What follows belongs to an exercise in optimizing a design on an open flow for small area; a production flow would make more cautious choices. Function was checked by simulation only, so behaviour that the tests miss may differ from the original. Power is estimated from default activity; no workload was simulated.

Setup of the previous run:
// wb_regfile
module wb_regfile
#(
  parameter int DATA_W = 32,
  parameter int CNT_W  = 16
) (
  input  logic                  clk_i,
  input  logic                  rst_i,
  input  logic                  valid_i,
  input  logic [wb_regfile_pkg::XLEN-1:0]       current_pc_i,
  input  logic [wb_regfile_pkg::XLEN-1:0]       return_pc_i,
  input  logic [DATA_W-1:0]     alu_result_i,
  input  logic [DATA_W-1:0]     mem_rd_i,
  input  logic [wb_regfile_pkg::REG_ADDR_W-1:0] wr_i,
  input  logic [1:0]            wd_sel_i,
  input  logic                  regfile_we_i,
  input  logic [wb_regfile_pkg::REG_ADDR_W-1:0] rs1_i,
  input  logic [wb_regfile_pkg::REG_ADDR_W-1:0] rs2_i,
  output logic [DATA_W-1:0]     rd1_o,
  output logic [DATA_W-1:0]     rd2_o,
  input  logic [wb_regfile_pkg::REG_ADDR_W-1:0] dbg_raddr_i,
  output logic [DATA_W-1:0]     dbg_rdata_o,
  output logic                  commit_o,
  output logic [wb_regfile_pkg::XLEN-1:0]       commit_pc_o,
  output logic [wb_regfile_pkg::REG_ADDR_W-1:0] commit_wr_o,
  output logic [DATA_W-1:0]     commit_wd_o,
  output logic [CNT_W-1:0]      instret_o
);
export LEC_CHECK = 0
export CAP_MARGIN = 20
export CELL_PAD_IN_SITES_DETAIL_PLACEMENT = 1
export CELL_PAD_IN_SITES_GLOBAL_PLACEMENT = 2
export CORE_MARGIN = 2
export CORE_UTILIZATION = 50
export CTS_BUF_LIST = sky130_fd_sc_hd__clkbuf_8
export CTS_CLUSTER_DIAMETER = 70
export CTS_CLUSTER_SIZE = 16
export SLEW_MARGIN = 20
export SYNTH_HIERARCHICAL = 1
create_clock -name core_clock -period 10.0 [get_ports {clk_i}]
standard.sh (not shown) runs the stock make flow with config.mk's settings and CLKGATE_MAP_FILE= SYNTH_SCRIPT=/design/flow/synth_recipe.tcl, a recipe that flattens the netlist after the stock synthesis.
==> flow/flow/run.sh <==
#!/bin/bash
# Standard ORFS layout (the standard.sh, standard synthesis unchanged) with
# two options that ORFS reads from the environment:
#  - port buffers use the smallest buffer instead of the default delay cell;
#  - CTS does not add dummy loads to balance the leaf clusters.
# make's full output goes to standard.log; ORFS keeps each step's log under
# orfs/logs/.
set -euo pipefail
export BUFFER_PORTS_ARGS="-buffer_cell sky130_fd_sc_hd__buf_1"
export CTS_ARGS="-sink_clustering_enable -repair_clock_nets -dont_use_dummy_load -buf_list sky130_fd_sc_hd__clkbuf_8 -sink_clustering_size 16 -sink_clustering_max_diameter 70"
bash standard.sh > standard.log 2>&1
The previous run had finished all stages when the layout checks came back failing, citing slew limit.
Here is what was changed in the inputs of the current run compared with the previous run.
Settings: CORE_UTILIZATION: 50 -> 40.
## What came out
- The current run went all the way through synthesis, placement and routing and the layout is clean on timing, DRC and antenna.
- The previous run -> the current run: flip-flop and latch count delta 0, exact match
- Fmax: the current run below the previous run
- Between the previous run and the current run, the difference in synthesized area is negligible.
- Post-route fraction of the period consumed by the critical path, the previous run and the current run: larger value in the current run
- Proportion of final cell area spent on non-clock buffers delta (the previous run -> the current run): insignificant
- The current run — switching power of the nets 0.91% higher, the previous run as reference
- Looking only at clock transition at the registers of the reported paths, and setting everything else aside, the higher value of the previous run and the current run goes to the current run.
- Going from the previous run to the current run, the synthesis-to-finish area growth was found to have gone up by 1.3 points.
- There was hardly any difference in total power divided by cell area between the current run and the previous run.

## raven
Another version of the RTL of wb_regfile (not shown whole).
For scale: about 1100 flip-flops, ~0.047 mm^2 of cells after synthesis.
clock: 10.0 ns
lec_check: 0
cap_margin: 20
cell_pad_in_sites_detail_placement: 1
cell_pad_in_sites_global_placement: 2
core_margin: 2
core_utilization: 40
cts_buf_list: sky130_fd_sc_hd__clkbuf_8
cts_cluster_diameter: 70
cts_cluster_size: 16
slew_margin: 20
synth_hierarchical: 1
run.sh (not shown) runs the stock make flow with config.mk's settings and CLKGATE_MAP_FILE= SYNTH_SCRIPT=/design/flow/synth_recipe.tcl, a recipe that flattens the netlist after the stock synthesis.
Stock flow here: none of the scripts above is used.
No stage failed in raven, and the final checks on the layout all came back clean.
Modified inputs, willow compared to raven
==> flow/flow/run.sh (new file) <==
#!/bin/bash
# Standard ORFS layout (the standard.sh, standard synthesis unchanged) with
# two options that ORFS reads from the environment:
#  - port buffers use the smallest buffer instead of the default delay cell;
#  - CTS does not add dummy loads to balance the leaf clusters.
# make's full output goes to standard.log; ORFS keeps each step's log under
# orfs/logs/.
set -euo pipefail
export BUFFER_PORTS_ARGS="-buffer_cell sky130_fd_sc_hd__buf_1"
export CTS_ARGS="-sink_clustering_enable -repair_clock_nets -dont_use_dummy_load -buf_list sky130_fd_sc_hd__clkbuf_8 -sink_clustering_size 16 -sink_clustering_max_diameter 70"
bash standard.sh > standard.log 2>&1
==> flow/standard.sh (new file) <==
#!/bin/bash
# synth_recipe.tcl (not shown) runs the flow's synth.tcl, then flattens the netlist and writes it again
# the make line also repeats each setting of config.mk as NAME=value (left out here)
make -C /OpenROAD-flow-scripts/flow DESIGN_CONFIG=/design/flow/config.mk WORK_HOME=/design/flow/orfs CLKGATE_MAP_FILE= SYNTH_SCRIPT=/design/flow/synth_recipe.tcl "${@:-finish}"
removed: flow/run.sh
## What came out
willow consumes less power than raven does.
| total placed instance area | higher: raven |
Taking raven over willow, the number of design-rule violations left by the first detailed-router iteration ratio works out to 1.07.
Routed wire length on met2 in willow is 3.2% higher than in raven
Power density over the cells shrinks slightly when moving from raven to willow.
Max share of post-route cells with drive strength above 1 across raven and willow: raven
On willow: actual slew at the worst max-slew pin is 30 ps lower than what raven gave.
Final wirelength: willow vs raven up about 0.6%
Comparing raven against willow, there is no change at all in floorplan core area.
Of raven and willow, the higher relative slew slack belongs to willow.

[port drivers added, routing unchanged]
In the flow no input, the clock included, has a driving cell. The finished layouts below were timed again as built, in two steps. Step 1 (the two cells are an assumption about what drives the block):
set clk [get_ports {clk_i}]
set_driving_cell -lib_cell sky130_fd_sc_hd__clkbuf_16 $clk
set_driving_cell -lib_cell sky130_fd_sc_hd__buf_2 [delete_from_list [all_inputs] $clk]
Step 2 times the ports against the registers' clock, not the clock port: input delays grow and output delays shrink by t, the midpoint of the rising clock arrivals with the driver on. Three values: ideal ports, drivers, drivers and shift; two values: the first two.
run	t (ns)	setup WS [ns]	cell pins on the clock port's net
the previous run	0.910	1.662 / 1.642 / 1.642	1
the current run	0.902	1.568 / 1.540 / 1.540	1
raven	0.923	1.045 / 1.023 / 1.023	1
willow	0.925	1.882 / 1.859 / 1.859	1
The setup slack of the current run, which loses most, moves by -0.028 ns with the drivers and by -0.028 ns with both steps.
